Source: an optimization exercise on an open RTL-to-GDS flow (aim: small area, a short achievable clock period and few clock cycles per item). Production flows keep margins and buffers that such runs may drop.
Only simulation tests tie the RTL to the original design; equivalence was not proved.

==> flow/design.v (excerpt) <==
module lms_two_input_neuron_trainer
(
  input  logic         clk,
  input  logic         rst,
  input  logic         sample_valid,
  output logic         sample_ready,
  input  logic [49:0]  sample,
  output logic         result_valid,
  input  logic         result_ready,
  output logic [104:0] result,
  input  logic         cfg_write,
  input  logic [1:0]   cfg_index,
  input  logic [23:0]  cfg_data
);
  function automatic [23:0] benc(input logic [15:0] y);
    logic [16:0] yy;
    logic [7:0]  one, two, ng;
    yy = {y, 1'b0};
    for (int i = 0; i < 8; i++) begin
      one[i] = yy[2*i+1] ^ yy[2*i];
      two[i] = (yy[2*i+2] & ~yy[2*i+1] & ~yy[2*i]) | (~yy[2*i+2] & yy[2*i+1] & yy[2*i]);
      ng[i]  = yy[2*i+2];
    end
    benc = {ng, two, one};
  endfunction
  function automatic [16:0] clip16(input logic [25:0] v);
    if (!v[25] && (v[24:15] != 10'h000))      clip16 = {16'h7fff, 1'b1};
    else if (v[25] && (v[24:15] != 10'h3ff))  clip16 = {16'h8000, 1'b1};
    else                                      clip16 = {v[15:0], 1'b0};
  endfunction
  function automatic [24:0] clip24(input logic [32:0] v);
    if (!v[32] && (v[31:23] != 9'h000))       clip24 = {24'h7fffff, 1'b1};
    else if (v[32] && (v[31:23] != 9'h1ff))   clip24 = {24'h800000, 1'b1};
    else                                      clip24 = {v[23:0], 1'b0};
  endfunction
  logic [1:0]  op;
  assign op = sample[49:48];
  logic e, p1, p2, p3, p4, p5, r1;
  logic [15:0] rate;
  logic [23:0] init_w1, init_w2, init_b;
  logic [23:0] w1, w2, b;
  logic [15:0] x1, x2;
  logic [15:0] tgt;
  logic        trn_q;
  logic [23:0] code_r;
  logic [31:0] m_r;
  logic [40:0] a_r;
  logic [15:0] pred_q, err_q;
  ...
Size: ~4400 cells after synthesis, about 350 flip-flops, about 190 I/O pins.
==> flow/config.mk <==
export PLATFORM = sky130hd
export DESIGN_NAME = lms_two_input_neuron_trainer
export DESIGN_NICKNAME = lms_two_input_neuron_trainer
export VERILOG_FILES = /design/flow/design.v
export SDC_FILE = /design/flow/constraint.sdc
export NUM_CORES = 4
export LEC_CHECK = 0
export ABC_AREA = 1
export CAP_MARGIN = 5
export CORE_MARGIN = 2
export CORE_UTILIZATION = 50
export SETUP_SLACK_MARGIN = 0.4
export SLEW_MARGIN = 5
==> flow/constraint.sdc <==
create_clock -name core_clock -period 7.5 [get_ports {clk}]
set_input_delay 1.5000 -clock core_clock [delete_from_list [all_inputs] [get_ports {clk}]]
set_output_delay 1.5000 -clock core_clock [all_outputs]
set_load 0.01 [all_outputs]
run.sh (not shown) runs the stock make flow with config.mk's settings and CLKGATE_MAP_FILE= SYNTH_SCRIPT=/design/flow/synth_recipe.tcl, a recipe that flattens the netlist after the stock synthesis.
Testbench counts at the start, summed over its fixed seeds: cycles 13,626, items 3,200.
==> next run, changes <==
- CORE_UTILIZATION: 50 -> 60
=> Synthesized area is unchanged; non-clock buffer count decreases by 116; final area decreases by 3.2%.
==> next run, changes <==
- CORE_UTILIZATION: 60 -> 55
- SETUP_SLACK_MARGIN: 0.4 -> 0.7
Effect: The changed run completed with no timing, DRC or antenna violations; fmax increases by 1.4%; worst setup slack is better by 0.099 ns; final cell count is higher by about 1.8%; via count hardly moves.
==> next run, changes <==
- CORE_UTILIZATION: 55 -> 60
- SETUP_SLACK_MARGIN: 0.7 -> 1.0
Final area is higher by 4.2%.
Non-clock buffer count is higher by 37.
Utilization is higher by 9.3 points.
Worst setup slack is worse by 0.21 ns.
Clock skew is higher by 0.016 ns.
Wire length is higher by 3.4%.
Global-route usage is higher by 3.9 points.
Register-to-register slack is worse by 0.21 ns.
First-iteration DRC count is higher by 4.3%.


## run 1
Starting RTL as in the previous note.
make LEC_CHECK=0 ABC_AREA=1 CAP_MARGIN=5 CORE_MARGIN=2 CORE_UTILIZATION=60 SETUP_SLACK_MARGIN=0.6 SLEW_MARGIN=5 finish   # period 7.5 ns
Testbench counts of run 1, summed over its fixed seeds: cycles 13,626, items 3,200.
--- input diff run 1..run 2 ---
- SETUP_SLACK_MARGIN: 0.6 -> 0.5
- PLACE_DENSITY: unset -> 0.66
### Flow results
Diff run 1..run 2 | biggest cell delay along the critical path | negligible. [compare] base=run 1 new=run 2: share of the core filled with cells decreased 0.80 points, share of post-route cells with drive strength above 1 went down. Changes observed in run 2 relative to run 1: post-detailed-routing wire length now smaller, setup slack now larger, final layout net count shows no meaningful change. On non-clock buffer count, run 1 and run 2 are basically level.
Input-level comparison between run 3 and run 2:
- ABC_AREA: 1 -> unset
- CORE_UTILIZATION: 60 -> 40
- PLACE_DENSITY: 0.66 -> unset
- CAP_MARGIN: 5 -> 20
- SLEW_MARGIN: 5 -> 20
- SETUP_SLACK_MARGIN: 0.5 -> unset
## What came out
Between run 3 and run 2, it is run 3 whose synthesized instance count is lower, by 656. Between run 2 and run 3, portion of the layout cell area used by non-clock buffers is higher for run 3, run 2 comes in under that. Relative to run 2, post-synthesis share of cell area spent on and, or, nand and nor gates has gone down in run 3. Run comparison: run 3 cell at the slowest stage of the critical path fa_1; run 2 cell at the slowest stage of the critical path fa_2.
--- input diff run 3..run 4 ---
- changing CORE_UTILIZATION from 40 to 60
- changing SLEW_MARGIN from 20 to 5
- changing CAP_MARGIN from 20 to 5
Results
- Layout checks on run 4: not met. Flow itself completed; violations: setup timing.
- [compare] base=run 3 new=run 4: area of combinational cells with multiple inputs now sits lower, design area now sits lower, non-clock buffer count now sits lower, number of standard cells in the final layout excluding fillers now sits lower, worst slack at placement now sits higher.
- Cmp run 4 and run 3 / number of violations reported at the end of detailed-routing iteration 0 / higher: run 4


## P
lms_two_input_neuron_trainer again, from the RTL that the note above started with.
==> flow/config.mk <==
export PLATFORM = sky130hd
export DESIGN_NAME = lms_two_input_neuron_trainer
export DESIGN_NICKNAME = lms_two_input_neuron_trainer
export VERILOG_FILES = /design/flow/design.v
export SDC_FILE = /design/flow/constraint.sdc
export NUM_CORES = 4
export LEC_CHECK = 0
export ABC_AREA = 1
export CAP_MARGIN = 5
export CORE_MARGIN = 2
export CORE_UTILIZATION = 60
export SETUP_SLACK_MARGIN = 0.5
export SLEW_MARGIN = 5
==> flow/constraint.sdc <==
create_clock -name core_clock -period 7.5 [get_ports {clk}]
set_input_delay 1.5000 -clock core_clock [delete_from_list [all_inputs] [get_ports {clk}]]
set_output_delay 1.5000 -clock core_clock [all_outputs]
set_load 0.01 [all_outputs]
Testbench counts of P, summed over its fixed seeds: cycles 13,626, items 3,200.
What Q does differently from P at the input level:
Settings: clearing SETUP_SLACK_MARGIN, which used to be 0.5.
Findings:
- Compared P against Q; number of signal-net inverters in the final layout within noise.
- In terms of global-route usage, P and Q differ only marginally.
- Comparing Q and P, the lower vias after detailed routing was measured on Q.
- When the final numbers for Q and P were put side by side, the final routed wirelength across all metal layers turned out to be greater in P.

==> what the ideal ports hide <==
The results above use ideal ports. As a check the final layouts listed here were re-extracted and re-timed, cells and wires unchanged.
Step 1 sets driving cells, clkbuf_16 on the clock port and buf_2 on the other inputs (assumed; they add their load-dependent delay and slew).
Step 2 moves the port delays by t, midway between the first and last clock arrival at a register: inputs arrive t later, outputs are due t later. That takes back most of the time a late clock gives input paths.
a / b / c = no drivers / after step 1 / after step 2; a / b = the first two.
| run | t (ns) | slack for setup (ns) | cell pins on the clock port's net |
|---|---|---|---|
| the first run of note 1 | 0.649 | 0.610 / 0.610 / 0.610 | 1 |
| the second run of note 1 | 0.656 | 0.485 / 0.485 / 0.485 | 1 |
| the third run of note 1 | 0.637 | 0.584 / 0.584 / 0.584 | 1 |
| the fourth run of note 1 | 0.639 | 0.378 / 0.378 / 0.378 | 1 |
| run 1 | 0.651 | 0.596 / 0.596 / 0.596 | 1 |
| run 2 | 0.655 | 0.604 / 0.604 / 0.604 | 1 |
| run 3 | 0.647 | 0.132 / 0.132 / 0.132 | 1 |
| run 4 | 0.653 | -0.040 / -0.040 / -0.040 | 1 |
| P | 0.655 | 0.604 / 0.604 / 0.604 | 1 |
| Q | 0.651 | 0.228 / 0.228 / 0.228 | 1 |
